Context: an optimization exercise on an open-source flow, tuned for a short achievable clock period and few clock cycles per item. The choices shown serve that exercise and are no tape-out recipe. Only simulation tests tie the RTL to the original design; equivalence was not proved. The flow treats the clock pin as an ideal source, which a real chip does not have. Power and IR drop assume default switching activity.

Setup of the baseline:
// dfu_top
module dfu_top (
	input  logic        clk,
	input  logic        rst,
	input  logic        a_valid,
	input  logic [4:0]  a_op,
	input  logic [31:0] a_data,
	output logic        a_ready,
	input  logic        b_valid,
	input  logic [31:0] b_data,
	output logic        b_ready,
	output logic        res_valid,
	output logic [31:0] res_data,
	input  logic        res_ready
);
==> module operand_join, before the edit <==
module operand_join (
	input  logic       a_valid,
	input  logic [4:0] a_op,
	input  logic       b_valid,
	input  logic       busy,
	output logic       a_ready,
	output logic       b_ready,
	output logic       take,
	output logic       is_mul
);
	logic join_valid;
	assign join_valid = a_valid & b_valid;
	assign is_mul = (a_op == dfu_pkg::OP_MUL);
	assign take = join_valid & ~busy;
	assign a_ready = take;
	assign b_ready = take;
endmodule
==> module int_alu, before the edit <==
module int_alu (
	input  logic [4:0]     tok_op,
	input  dfu_pkg::word_t tok_a,
	input  dfu_pkg::word_t tok_b,
	output dfu_pkg::word_t alu_data
);
	dfu_pkg::word_t sum;
	dfu_pkg::word_t dif;
	logic           big;
	dfu_pkg::word_t shl;
	dfu_pkg::word_t shr;
	dfu_pkg::word_t sra;
	logic signed [dfu_pkg::DATA_W-1:0] sa;
	assign sa = tok_a;
	assign sum = tok_a + tok_b;
	assign dif = tok_a - tok_b;
	logic [30:0] gt [6];
	logic [30:0] eqf [6];
	logic        gt_lo;
	logic        eq_lo;
	logic        a31;
	logic        b31;
	assign gt[0]  = tok_a[30:0] & ~tok_b[30:0];
	assign eqf[0] = ~(tok_a[30:0] ^ tok_b[30:0]);
	for (genvar l = 0; l < 5; l++) begin : g_cmp
		for (genvar i = 0; i < 31; i++) begin : g_bit
			if ((i % (2 << l)) == 0 && i + (1 << l) < 31) begin : g_join
				assign gt[l+1][i]  = gt[l][i+(1<<l)] | (eqf[l][i+(1<<l)] & gt[l][i]);
				assign eqf[l+1][i] = eqf[l][i+(1<<l)] & eqf[l][i];
			end else begin : g_pass
				assign gt[l+1][i]  = gt[l][i];
				assign eqf[l+1][i] = eqf[l][i];
			end
		end
	end
	assign gt_lo = gt[5][0];
	assign eq_lo = eqf[5][0];
	assign a31 = tok_a[31];
	assign b31 = tok_b[31];
	logic eq;
	logic ugt;
	logic sgt;
	assign eq  = eq_lo & (a31 == b31);
	assign ugt = (a31 & ~b31) | ((a31 == b31) & gt_lo);
	assign sgt = (~a31 & b31) | ((a31 == b31) & gt_lo);
	assign big = |tok_b[31:5];
	assign shl = tok_a << tok_b[4:0];
	assign shr = tok_a >> tok_b[4:0];
	assign sra = dfu_pkg::word_t'(sa >>> tok_b[4:0]);
	logic s_add, s_sub, s_and, s_or, s_xor, s_shl, s_shr, s_sra, s_fill;
	logic cmp;
	assign s_add  = (tok_op == dfu_pkg::OP_ADD);
	assign s_sub  = (tok_op == dfu_pkg::OP_SUB);
	assign s_and  = (tok_op == dfu_pkg::OP_AND);
	assign s_or   = (tok_op == dfu_pkg::OP_OR);
	assign s_xor  = (tok_op == dfu_pkg::OP_XOR);
	assign s_shl  = (tok_op == dfu_pkg::OP_SHL) & ~big;
	assign s_shr  = (tok_op == dfu_pkg::OP_LSHR) & ~big;
	assign s_sra  = (tok_op == dfu_pkg::OP_ASHR) & ~big;
	assign s_fill = (tok_op == dfu_pkg::OP_ASHR) & big & tok_a[31];
	always_comb begin
		case (tok_op)
			dfu_pkg::OP_EQ:  cmp = eq;
			dfu_pkg::OP_NE:  cmp = ~eq;
			dfu_pkg::OP_UGT: cmp = ugt;
			dfu_pkg::OP_UGE: cmp = ugt | eq;
			dfu_pkg::OP_ULT: cmp = ~(ugt | eq);
			dfu_pkg::OP_ULE: cmp = ~ugt;
			dfu_pkg::OP_SGT: cmp = sgt;
			dfu_pkg::OP_SGE: cmp = sgt | eq;
			dfu_pkg::OP_SLT: cmp = ~(sgt | eq);
			dfu_pkg::OP_SLE: cmp = ~sgt;
			default:         cmp = 1'b0;
		endcase
	end
	always_comb begin
		alu_data = ({32{s_add}} & sum)
			| ({32{s_sub}} & dif)
			| ({32{s_and}} & (tok_a & tok_b))
			| ({32{s_or}}  & (tok_a | tok_b))
			| ({32{s_xor}} & (tok_a ^ tok_b))
			| ({32{s_shl}} & shl)
			| ({32{s_shr}} & shr)
			| ({32{s_sra}} & sra)
			| {32{s_fill}};
		alu_data[0] = alu_data[0] | cmp;
	end
endmodule
==> module result_buffer, before the edit <==
module result_buffer (
	input  logic           clk,
	input  logic           rst,
	input  logic           take,
	input  logic           is_mul,
	input  dfu_pkg::word_t alu_data,
	input  dfu_pkg::word_t mul_data,
	output logic           busy,
	output logic           mul_load,
	output logic           res_valid,
	output dfu_pkg::word_t res_data,
	input  logic           res_ready
);
	logic           mul_q;
	logic           full_q;
	dfu_pkg::word_t slot_q;
	assign busy = mul_q | full_q;
	assign mul_load = ~busy;
	always_ff @(posedge clk or posedge rst) begin
		if (rst) begin
			mul_q  <= 1'b0;
			full_q <= 1'b0;
		end else if (busy) begin
			if (res_ready) begin
				mul_q  <= 1'b0;
				full_q <= 1'b0;
			end
		end else begin
			mul_q  <= take & is_mul;
			full_q <= take & ~is_mul & ~res_ready;
		end
	end
	always_ff @(posedge clk) begin
		if (~busy) begin
			slot_q <= alu_data;
		end
	end
	assign res_valid = busy | (take & ~is_mul);
	assign res_data = busy ? (mul_q ? mul_data : slot_q) : alu_data;
endmodule
==> module dfu_top, before the edit <==
module dfu_top (
	input  logic        clk,
	input  logic        rst,
	input  logic        a_valid,
	input  logic [4:0]  a_op,
	input  logic [31:0] a_data,
	output logic        a_ready,
	input  logic        b_valid,
	input  logic [31:0] b_data,
	output logic        b_ready,
	output logic        res_valid,
	output logic [31:0] res_data,
	input  logic        res_ready
);
	logic           take;
	logic           is_mul;
	logic           busy;
	logic           mul_load;
	dfu_pkg::word_t alu_data;
	dfu_pkg::word_t mul_data;
	operand_join join0 (
		.a_valid (a_valid),
		.a_op    (a_op),
		.b_valid (b_valid),
		.busy    (busy),
		.a_ready (a_ready),
		.b_ready (b_ready),
		.take    (take),
		.is_mul  (is_mul)
	);
	int_alu alu0 (
		.tok_op   (a_op),
		.tok_a    (a_data),
		.tok_b    (b_data),
		.alu_data (alu_data)
	);
	mul_pipe mul0 (
		.clk  (clk),
		.load (mul_load),
		.op_a (a_data),
		.op_b (b_data),
		.prod (mul_data)
	);
	result_buffer rbuf0 (
		.clk       (clk),
		.rst       (rst),
		.take      (take),
		.is_mul    (is_mul),
		.alu_data  (alu_data),
		.mul_data  (mul_data),
		.busy      (busy),
		.mul_load  (mul_load),
		.res_valid (res_valid),
		.res_data  (res_data),
		.res_ready (res_ready)
	);
endmodule
==> flow/config.mk <==
export PLATFORM = sky130hd
export DESIGN_NAME = dfu_top
export DESIGN_NICKNAME = dfu_top
export VERILOG_FILES = /design/flow/design.v
export SDC_FILE = /design/flow/constraint.sdc
export NUM_CORES = 4
export LEC_CHECK = 0
export CAP_MARGIN = 20
export CORE_MARGIN = 2
export CORE_UTILIZATION = 40
export SETUP_SLACK_MARGIN = 4.0
export SLEW_MARGIN = 20
==> flow/constraint.sdc <==
create_clock -name core_clock -period 9.0 [get_ports {clk}]
set_input_delay 1.8000 -clock core_clock [delete_from_list [all_inputs] [get_ports {clk}]]
set_output_delay 1.8000 -clock core_clock [all_outputs]
set_load 0.01 [all_outputs]
standard.sh (not shown) runs the stock make flow with config.mk's settings and CLKGATE_MAP_FILE= SYNTH_SCRIPT=/design/flow/synth_recipe.tcl, a recipe that flattens the netlist after the stock synthesis.
==> flow/flow/run.sh <==
#!/bin/bash
# The standard layout (standard.sh, all ORFS steps to finish) with these
# changes:
# - synthesis runs through flow/synth.tcl: modules are mapped one by one
#   (SYNTH_HIERARCHICAL 1, flattened at the end as the standard flow's synthesis
#   does), with flow/speed.abc, a delay-driven ABC script, and with no
#   adder cells extracted;
# - the port buffers are plain sky130_fd_sc_hd__buf_4 cells (which the
#   resizer may resize) rather than delay cells;
# - the CTS and global-route steps each end with extra setup repair
#   passes (flow/post_cts.tcl, flow/post_grt.tcl).
# Make's full output goes to flow_make.log in the work folder; ORFS keeps
# each step's log under orfs/logs/.
set -euo pipefail
work=$(pwd)
bash standard.sh \
  SYNTH_HIERARCHICAL=1 \
  SYNTH_SCRIPT="$work/flow/synth.tcl" \
  FLOW_ABC_SCRIPT="$work/flow/speed.abc" \
  BUFFER_PORTS_ARGS="-buffer_cell sky130_fd_sc_hd__buf_4" \
  POST_CTS_TCL="$work/flow/post_cts.tcl" \
  POST_GLOBAL_ROUTE_TCL="$work/flow/post_grt.tcl" \
  finish > "$work/flow_make.log" 2>&1
Other scripts of this flow, unchanged in this note and not shown: flow/flow/post_cts.tcl, flow/flow/post_grt.tcl, flow/flow/speed.abc, flow/flow/synth.tcl
Testbench counts of the baseline, summed over its fixed seeds: cycles 10,092, items 8,000.
Setup changes, the baseline to the candidate
diff --git a/flow/design.v b/flow/design.v
--- a/flow/design.v
+++ b/flow/design.v
@@ -24,31 +24,36 @@
 	} alu_op_t;
 endpackage
 module operand_join (
 	input  logic       a_valid,
 	input  logic [4:0] a_op,
 	input  logic       b_valid,
+	input  logic       mul_quick,
 	input  logic       busy,
 	output logic       a_ready,
 	output logic       b_ready,
 	output logic       take,
 	output logic       is_mul
 );
 	logic join_valid;
 	assign join_valid = a_valid & b_valid;
-	assign is_mul = (a_op == dfu_pkg::OP_MUL);
+	assign is_mul = (a_op == dfu_pkg::OP_MUL) & ~mul_quick;
 	assign take = join_valid & ~busy;
 	assign a_ready = take;
 	assign b_ready = take;
 endmodule
 module int_alu (
 	input  logic [4:0]     tok_op,
 	input  dfu_pkg::word_t tok_a,
 	input  dfu_pkg::word_t tok_b,
-	output dfu_pkg::word_t alu_data
+	output logic           mul_quick,
+	input  logic           busy,
+	input  dfu_pkg::word_t held_data,
+	output dfu_pkg::word_t res_data
 );
+	dfu_pkg::word_t alu_data;
 	dfu_pkg::word_t sum;
 	dfu_pkg::word_t dif;
 	logic           big;
 	dfu_pkg::word_t shl;
 	dfu_pkg::word_t shr;
 	dfu_pkg::word_t sra;
@@ -86,14 +91,23 @@
 	assign ugt = (a31 & ~b31) | ((a31 == b31) & gt_lo);
 	assign sgt = (~a31 & b31) | ((a31 == b31) & gt_lo);
 	assign big = |tok_b[31:5];
 	assign shl = tok_a << tok_b[4:0];
 	assign shr = tok_a >> tok_b[4:0];
 	assign sra = dfu_pkg::word_t'(sa >>> tok_b[4:0]);
+	logic a_01;
+	logic b_01;
+	dfu_pkg::word_t mul01;
+	assign a_01 = ~|tok_a[31:1];
+	assign b_01 = ~|tok_b[31:1];
+	assign mul_quick = a_01 | b_01;
+	assign mul01 = b_01 ? (tok_a & {32{tok_b[0]}}) : (tok_b & {32{tok_a[0]}});
+	logic s_mul;
 	logic s_add, s_sub, s_and, s_or, s_xor, s_shl, s_shr, s_sra, s_fill;
 	logic cmp;
+	assign s_mul  = (tok_op == dfu_pkg::OP_MUL) & mul_quick;
 	assign s_add  = (tok_op == dfu_pkg::OP_ADD);
 	assign s_sub  = (tok_op == dfu_pkg::OP_SUB);
 	assign s_and  = (tok_op == dfu_pkg::OP_AND);
 	assign s_or   = (tok_op == dfu_pkg::OP_OR);
 	assign s_xor  = (tok_op == dfu_pkg::OP_XOR);
 	assign s_shl  = (tok_op == dfu_pkg::OP_SHL) & ~big;
@@ -121,15 +135,17 @@
 			| ({32{s_and}} & (tok_a & tok_b))
 			| ({32{s_or}}  & (tok_a | tok_b))
 			| ({32{s_xor}} & (tok_a ^ tok_b))
 			| ({32{s_shl}} & shl)
 			| ({32{s_shr}} & shr)
 			| ({32{s_sra}} & sra)
-			| {32{s_fill}};
+			| {32{s_fill}}
+			| ({32{s_mul}} & mul01);
 		alu_data[0] = alu_data[0] | cmp;
 	end
+	assign res_data = busy ? held_data : alu_data;
 endmodule
 module mul_pipe (
 	input  logic        clk,
 	input  logic        load,
 	input  logic [31:0] op_a,
 	input  logic [31:0] op_b,
@@ -1960,18 +1976,18 @@
 endmodule
 module result_buffer (
 	input  logic           clk,
 	input  logic           rst,
 	input  logic           take,
 	input  logic           is_mul,
-	input  dfu_pkg::word_t alu_data,
 	input  dfu_pkg::word_t mul_data,
 	output logic           busy,
 	output logic           mul_load,
 	output logic           res_valid,
-	output dfu_pkg::word_t res_data,
+	output dfu_pkg::word_t held_data,
+	input  dfu_pkg::word_t res_data,
 	input  logic           res_ready
 );
 	logic           mul_q;
 	logic           full_q;
 	dfu_pkg::word_t slot_q;
 	assign busy = mul_q | full_q;
@@ -1989,17 +2005,17 @@
 			mul_q  <= take & is_mul;
 			full_q <= take & ~is_mul & ~res_ready;
 		end
 	end
 	always_ff @(posedge clk) begin
 		if (~busy) begin
-			slot_q <= alu_data;
+			slot_q <= res_data;
 		end
 	end
 	assign res_valid = busy | (take & ~is_mul);
-	assign res_data = busy ? (mul_q ? mul_data : slot_q) : alu_data;
+	assign held_data = mul_q ? mul_data : slot_q;
 endmodule
 module dfu_top (
 	input  logic        clk,
 	input  logic        rst,
 	input  logic        a_valid,
 	input  logic [4:0]  a_op,
@@ -2011,31 +2027,36 @@
 	output logic        res_valid,
 	output logic [31:0] res_data,
 	input  logic        res_ready
 );
 	logic           take;
 	logic           is_mul;
+	logic           mul_quick;
 	logic           busy;
 	logic           mul_load;
-	dfu_pkg::word_t alu_data;
+	dfu_pkg::word_t held_data;
 	dfu_pkg::word_t mul_data;
 	operand_join join0 (
 		.a_valid (a_valid),
 		.a_op    (a_op),
 		.b_valid (b_valid),
+		.mul_quick (mul_quick),
 		.busy    (busy),
 		.a_ready (a_ready),
 		.b_ready (b_ready),
 		.take    (take),
 		.is_mul  (is_mul)
 	);
 	int_alu alu0 (
 		.tok_op   (a_op),
 		.tok_a    (a_data),
 		.tok_b    (b_data),
-		.alu_data (alu_data)
+		.mul_quick (mul_quick),
+		.busy      (busy),
+		.held_data (held_data),
+		.res_data  (res_data)
 	);
 	mul_pipe mul0 (
 		.clk  (clk),
 		.load (mul_load),
 		.op_a (a_data),
 		.op_b (b_data),
@@ -2043,15 +2064,15 @@
 	);
 	result_buffer rbuf0 (
 		.clk       (clk),
 		.rst       (rst),
 		.take      (take),
 		.is_mul    (is_mul),
-		.alu_data  (alu_data),
 		.mul_data  (mul_data),
 		.busy      (busy),
 		.mul_load  (mul_load),
 		.res_valid (res_valid),
+		.held_data (held_data),
 		.res_data  (res_data),
 		.res_ready (res_ready)
 	);
 endmodule
### Flow results
- [compare] base=the baseline new=the candidate: wire length on met2 rose by 24000 um; sequential share of layout area fell by 0.78 points.
- The candidate against the baseline: maximum frequency higher; fraction of cell area in non-clock buffers higher; largest driver fanout on the critical path higher; data arrival time of the critical path lower.
- Sort the baseline and the candidate by net switching fraction of the power, ascending, and the baseline comes first.
- Looking at via count of the first global-routing pass, the candidate sits above the baseline.
- Between the baseline and the candidate, the adder and majority gate portion of the synthesized area does not differ in any meaningful way.
- Compared to the baseline, the candidate has worst max-slew margin expressed relative to the limit 5.6 points higher.
- Of the candidate and the baseline, it is the candidate that has the higher initial detailed-routing violation count.
- Final standard cell area without fillers, the baseline and the candidate: higher on the candidate
- Lower total detailed-routing wirelength goes to the baseline over the candidate.
Testbench counts of the candidate, summed over its fixed seeds: cycles 9,419, items 8,000.

port drivers added, routing unchanged:
No port has a modelled driver above. Below, the same layouts with a new extraction and two added sets of constraints.
Step 1 (the two cells are an assumption about what drives the block):
set clk [get_ports {clk}]
set_driving_cell -lib_cell sky130_fd_sc_hd__clkbuf_16 $clk
set_driving_cell -lib_cell sky130_fd_sc_hd__buf_2 [delete_from_list [all_inputs] $clk]
Step 2 also shifts input and output timing later by t, the mid clock arrival at the registers, as if the neighbouring blocks saw the same clock.
Slacks: ideal ports / drivers / drivers and shift; pairs: ideal ports / drivers.
| run | t, ns | setup WS [ns] | worst hold slack (ns) | worst register clock-pin slew, ns | cell pins on the clock port's net |
|---|---|---|---|---|---|
| the baseline | 0.575 | 2.805 / 2.621 / 2.162 | 0.796 / 0.796 / 0.796 | 0.10 / 0.10 | 1 |
| the candidate | 0.632 | 2.887 / 2.593 / 2.593 | 0.611 / 0.611 / 0.611 | 0.12 / 0.12 | 1 |
After both steps setup and hold are still met in every run listed. The setup slack of the baseline, which loses most, moves by -0.184 ns with the drivers and by -0.643 ns with both steps.
